What follows belongs to an exercise in optimizing a design on an open flow for small area and a short achievable clock period; a production flow would make more cautious choices.
RTL that was checked went through simulation tests only; none was proved equivalent to the original.
Power and IR drop assume default switching activity.

Setup of east:
==> flow/design.v <==
package dynode_pkg;
   typedef logic [12-1:0] sample_t;      
   typedef logic [8-1:0]    raw_t;         
   typedef logic [24-1:0]   evtime_t;      
   typedef logic [12-1:0] energy_t;      
   typedef logic [16-1:0]   fifo_word_t;
   typedef logic [4-1:0]   link_word_t;
   typedef enum logic [1:0] {
      MODE_ENERGY      = 2'd0,    
      MODE_RAW         = 2'd1,    
      MODE_BLCOR       = 2'd2,    
      MODE_BLCOR_SHORT = 2'd3     
   } readout_mode_t;
   typedef enum logic [2:0] {
      FS_IDLE,
      FS_PREAMBLE,
      FS_NWORDS,
      FS_MASK,
      FS_DATA
   } frame_state_t;
   typedef enum logic [2:0] {
      AL_SETTLE,                  
      AL_CHECK,                   
      AL_SLIP,                    
      AL_WAIT,                    
      AL_HALT                     
   } align_state_t;
   typedef struct packed {
      logic    evt_strobe;        
      evtime_t evt_time;
      logic    ene_load;          
      energy_t energy;
   } event_in_t;
endpackage
`timescale 1ns/1ns
module dynode_readout_top (
   input  logic                clk,
   input  logic                rst,
   input  logic                evt_strobe,
   input  dynode_pkg::evtime_t             evt_time,
   input  logic                ene_load,
   input  dynode_pkg::energy_t             energy,
   input  dynode_pkg::raw_t                raw_sample,
   input  dynode_pkg::sample_t             blcor_sample,
   input  logic                trigger,
   input  logic [1:0]          data_mode,
   input  logic [1:0]          channel_select,
   input  logic [4-1:0]   data_delay_len,
   input  logic                fifo_ren,
   input  dynode_pkg::link_word_t          link_word,
   output logic [8-1:0]  mcu_trigger,
   output logic [12-1:0] event_whole,
   output logic [12-1:0]  event_frac,
   output dynode_pkg::fifo_word_t          fifo_rdata,
   output logic                fifo_not_empty,
   output logic                fifo_nearly_full,
   output logic                bitslip,
   output logic                link_aligned,
   output logic [15:0]         bitslip_count
);
   logic [7:0]  ev_whole_q;
   logic        frame_load;
   logic [11:0] latched_energy;
   always_ff @(posedge clk) begin
      if (rst) begin
         mcu_trigger <= 8'hFF;
         frame_load  <= 1'b0;
      end else begin
         if (!evt_strobe)
            mcu_trigger <= 8'hFF;
         else if (&evt_time[11:6])
            mcu_trigger <= 8'hF8;
         else
            mcu_trigger <= evt_time[11:4];
         frame_load <= ene_load | trigger;
      end
   end
   always_ff @(posedge clk) begin
      ev_whole_q <= evt_time[19:12];
      event_frac <= evt_time[11:0];
   end
   assign event_whole = {4'b0, ev_whole_q};
   always_ff @(posedge clk)
      if (ene_load)
         latched_energy <= energy;
   logic [11:0] blcor_q [15];
   logic [11:0] head_q  [4];
   logic [11:0] prog_q  [16];
   logic [11:0] delayed_sample;
   always_ff @(posedge clk) begin
      blcor_q[0] <= blcor_sample;
      for (int i = 1; i < 15; i++)
         blcor_q[i] <= blcor_q[i-1];
      if (data_mode == 2'd1)
         head_q[0] <= {4'b0, raw_sample};
      else
         head_q[0] <= blcor_q[14];
      for (int i = 1; i < 4; i++)
         head_q[i] <= head_q[i-1];
      prog_q[0] <= head_q[3];
      for (int i = 1; i < 16; i++)
         prog_q[i] <= prog_q[i-1];
      delayed_sample <= prog_q[data_delay_len];
   end
   localparam logic [2:0] FS_IDLE = 3'd0, FS_PREAMBLE = 3'd1, FS_NWORDS = 3'd2,
                          FS_MASK = 3'd3, FS_DATA = 3'd4;
   logic [2:0]  fstate;
   logic [5:0]  words_left;
   logic [5:0]  nwords;
   logic        fifo_wen;
   logic [12:0] fifo_wdata;
   always_comb begin
      case (data_mode)
         2'd0:    nwords = 6'd1;
         2'd3:    nwords = 6'd17;
         default: nwords = 6'd33;
      endcase
   end
   always_ff @(posedge clk) begin
      if (rst) begin
         fstate     <= FS_IDLE;
         fifo_wen   <= 1'b0;
         words_left <= '0;
      end else begin
         case (fstate)
            FS_IDLE: begin
               fifo_wen   <= 1'b0;
               words_left <= nwords;
               if (frame_load)
                  fstate <= FS_PREAMBLE;
            end
            FS_PREAMBLE: begin
               fifo_wen <= 1'b1;
               fstate   <= FS_NWORDS;
            end
            FS_NWORDS: begin
               fifo_wen <= 1'b1;
               fstate   <= FS_MASK;
            end
            FS_MASK: begin
               fifo_wen <= 1'b1;
               fstate   <= FS_DATA;
            end
            FS_DATA: begin
               fifo_wen   <= 1'b1;
               words_left <= words_left - 6'd1;
               if (words_left == 6'd1)
                  fstate <= FS_IDLE;
            end
            default: begin
               fifo_wen <= 1'b0;
               fstate   <= FS_IDLE;
            end
         endcase
      end
   end
   always_ff @(posedge clk) begin
      case (fstate)
         FS_PREAMBLE: fifo_wdata <= 13'h15A5;
         FS_NWORDS:   fifo_wdata <= {7'b0, nwords};
         FS_MASK:     fifo_wdata <= {9'b0, 4'b0001 << channel_select};
         FS_DATA:     fifo_wdata <= {1'b0, (words_left == 6'd1) ? latched_energy : delayed_sample};
         default:     fifo_wdata <= fifo_wdata;
      endcase
   end
   logic [12:0] mem [64];
   logic [5:0]  wr_ptr;
   logic [5:0]  rd_nxt;                           
   logic [6:0]  count;
   logic        full_q, le1_q;
   logic [12:0] head_word;
   logic        do_wr, do_rd;
   logic [6:0]  cnt_a;
   assign do_wr = fifo_wen & ~full_q;
   assign do_rd = fifo_ren & fifo_not_empty;
   assign cnt_a = count + {6'b0, do_wr};
   always_ff @(posedge clk)
      if (do_wr)
         mem[wr_ptr] <= fifo_wdata;
   always_ff @(posedge clk) begin
      if (rst) begin
         wr_ptr           <= '0;
         rd_nxt           <= 6'd1;
         count            <= '0;
         fifo_not_empty   <= 1'b0;
         fifo_nearly_full <= 1'b0;
         full_q           <= 1'b0;
         le1_q            <= 1'b1;
      end else begin
         if (do_wr)
            wr_ptr <= wr_ptr + 6'd1;
         if (do_rd) begin
            rd_nxt           <= rd_nxt + 6'd1;
            count            <= cnt_a - 7'd1;
            fifo_not_empty   <= cnt_a >= 7'd2;
            fifo_nearly_full <= cnt_a >= 7'd57;
            full_q           <= 1'b0;
            le1_q            <= cnt_a <= 7'd2;
         end else begin
            count            <= cnt_a;
            fifo_not_empty   <= cnt_a >= 7'd1;
            fifo_nearly_full <= cnt_a >= 7'd56;
            full_q           <= cnt_a == 7'd64;
            le1_q            <= cnt_a <= 7'd1;
         end
      end
   end
   always_ff @(posedge clk)
      if (fifo_ren | ~fifo_not_empty)
         head_word <= le1_q ? fifo_wdata : mem[rd_nxt];
   assign fifo_rdata = {head_word[12], 1'b0, head_word[12], 1'b0, head_word[11:0]};
   localparam logic [2:0] AL_SETTLE = 3'd0, AL_CHECK = 3'd1, AL_SLIP = 3'd2,
                          AL_WAIT = 3'd3, AL_HALT = 3'd4;
   logic [2:0] astate;
   logic [3:0] cyc_cnt;
   always_ff @(posedge clk) begin
      if (rst) begin
         astate  <= AL_SETTLE;
         cyc_cnt <= '0;
      end else begin
         case (astate)
            AL_SETTLE: begin
               cyc_cnt <= cyc_cnt + 4'd1;
               if (cyc_cnt == 4'd7) begin
                  cyc_cnt <= '0;
                  astate  <= AL_CHECK;
               end
            end
            AL_CHECK:
               astate <= link_word[3] ? AL_HALT : AL_SLIP;
            AL_SLIP: begin
               cyc_cnt <= '0;
               astate  <= AL_WAIT;
            end
            AL_WAIT: begin
               cyc_cnt <= cyc_cnt + 4'd1;
               if (cyc_cnt == 4'd4) begin
                  cyc_cnt <= '0;
                  astate  <= AL_CHECK;
               end
            end
            AL_HALT: begin
               cyc_cnt <= '0;
               if (!link_word[3])
                  astate <= AL_SETTLE;
            end
            default: begin
               cyc_cnt <= '0;
               astate  <= AL_SETTLE;
            end
         endcase
      end
   end
   always_ff @(posedge clk) begin
      if (rst) begin
         bitslip       <= 1'b0;
         link_aligned  <= 1'b0;
         bitslip_count <= '0;
      end else begin
         bitslip      <= (astate == AL_SLIP);
         link_aligned <= (astate == AL_HALT);
         if (bitslip)
            bitslip_count <= bitslip_count + 16'd1;
      end
   end
endmodule
make LEC_CHECK=0 CAP_MARGIN=20 CORE_MARGIN=2 CORE_UTILIZATION=40 SETUP_SLACK_MARGIN=3.8 SLEW_MARGIN=20 finish   # period 6.0 ns
run.sh (not shown) runs the stock make flow with config.mk's settings and CLKGATE_MAP_FILE= SYNTH_SCRIPT=/design/flow/synth_recipe.tcl, a recipe that flattens the netlist after the stock synthesis.
The following lists how north was set up differently from east:
--- a/flow/design.v
+++ b/flow/design.v
@@ -162,13 +162,15 @@
          FS_DATA:     fifo_wdata <= {1'b0, (words_left == 6'd1) ? latched_energy : delayed_sample};
          default:     fifo_wdata <= fifo_wdata;
       endcase
    end
    logic [12:0] mem [64];
    logic [5:0]  wr_ptr;
-   logic [5:0]  rd_nxt;                           
+   logic [7:0]  rd_hi, rd_lo;                     
+   logic [63:0] rd_sel;
+   logic [12:0] rd_word;
    logic [6:0]  count;
    logic        full_q, le1_q;
    logic [12:0] head_word;
    logic        do_wr, do_rd;
    logic [6:0]  cnt_a;
    assign do_wr = fifo_wen & ~full_q;
@@ -177,23 +179,26 @@
    always_ff @(posedge clk)
       if (do_wr)
          mem[wr_ptr] <= fifo_wdata;
    always_ff @(posedge clk) begin
       if (rst) begin
          wr_ptr           <= '0;
-         rd_nxt           <= 6'd1;
+         rd_hi            <= 8'b0000_0001;
+         rd_lo            <= 8'b0000_0010;
          count            <= '0;
          fifo_not_empty   <= 1'b0;
          fifo_nearly_full <= 1'b0;
          full_q           <= 1'b0;
          le1_q            <= 1'b1;
       end else begin
          if (do_wr)
             wr_ptr <= wr_ptr + 6'd1;
          if (do_rd) begin
-            rd_nxt           <= rd_nxt + 6'd1;
+            rd_lo            <= {rd_lo[6:0], rd_lo[7]};
+            if (rd_lo[7])
+               rd_hi         <= {rd_hi[6:0], rd_hi[7]};
             count            <= cnt_a - 7'd1;
             fifo_not_empty   <= cnt_a >= 7'd2;
             fifo_nearly_full <= cnt_a >= 7'd57;
             full_q           <= 1'b0;
             le1_q            <= cnt_a <= 7'd2;
          end else begin
@@ -202,15 +207,24 @@
             fifo_nearly_full <= cnt_a >= 7'd56;
             full_q           <= cnt_a == 7'd64;
             le1_q            <= cnt_a <= 7'd1;
          end
       end
    end
+   always_comb begin
+      rd_word = '0;
+      for (int i = 0; i < 64; i++) begin
+         rd_sel[i] = rd_hi[i/8] & rd_lo[i%8];
+         rd_word   = rd_word | ({13{rd_sel[i]}} & mem[i]);
+      end
+   end
+   logic        head_ld;
+   assign head_ld = fifo_ren | ~fifo_not_empty;
    always_ff @(posedge clk)
-      if (fifo_ren | ~fifo_not_empty)
-         head_word <= le1_q ? fifo_wdata : mem[rd_nxt];
+      head_word <= ({13{head_ld}} & (le1_q ? fifo_wdata : rd_word)) |
+                   ({13{~head_ld}} & head_word);
    assign fifo_rdata = {head_word[12], 1'b0, head_word[12], 1'b0, head_word[11:0]};
    localparam logic [2:0] AL_SETTLE = 3'd0, AL_CHECK = 3'd1, AL_SLIP = 3'd2,
                           AL_WAIT = 3'd3, AL_HALT = 3'd4;
    logic [2:0] astate;
    logic [3:0] cyc_cnt;
    always_ff @(posedge clk) begin
@@ -256,11 +270,10 @@
          bitslip       <= 1'b0;
          link_aligned  <= 1'b0;
          bitslip_count <= '0;
       end else begin
          bitslip      <= (astate == AL_SLIP);
          link_aligned <= (astate == AL_HALT);
-         if (bitslip)
-            bitslip_count <= bitslip_count + 16'd1;
+         bitslip_count <= bitslip_count + {15'd0, bitslip};
       end
    end
 endmodule
- In summary, north completed successfully, with a layout that passed the timing, DRC and antenna checks.
- Fmax: north vs east up about 4%
- Total global-route track usage on north is up relative to east.
- As far as final sequential cell count is concerned, east and north perform about the same.
- The lower total power of north and east is in north.
- For north, the top routing layer in use was met5, unlike east, where it was met4.
- Sort north and east by worst hold margin, descending, and north comes first.
- The number of global-route vias before repair in east is 0.867 times that in north.
For north, only the layout was checked, not whether the RTL still works.

[what the ideal ports hide]
No port has a modelled driver above. Below, the same layouts with a new extraction and two added sets of constraints. Step 1, drivers: a clkbuf_16 drives clk and a buf_2 each remaining input, both assumed. Step 2 moves the port delays by t, midway between the first and last clock arrival at a register: inputs arrive t later, outputs are due t later. That takes back most of the time a late clock gives input paths. Slacks: ideal ports / drivers / drivers and shift; pairs: ideal ports / drivers.
run | t (ns) | slack for setup (ns) | clock arrival spread, ns | worst data-port slew with drivers (ns)
east | 0.843 | 3.367 / 3.289 / 3.026 | 0.045 / 0.044 | 0.08
north | 0.830 | 3.468 / 3.395 / 3.049 | 0.049 / 0.049 | 0.07
After both steps every run listed still meets setup and hold. The setup slack of north, which loses most, moves by -0.073 ns with the drivers and by -0.419 ns with both steps.
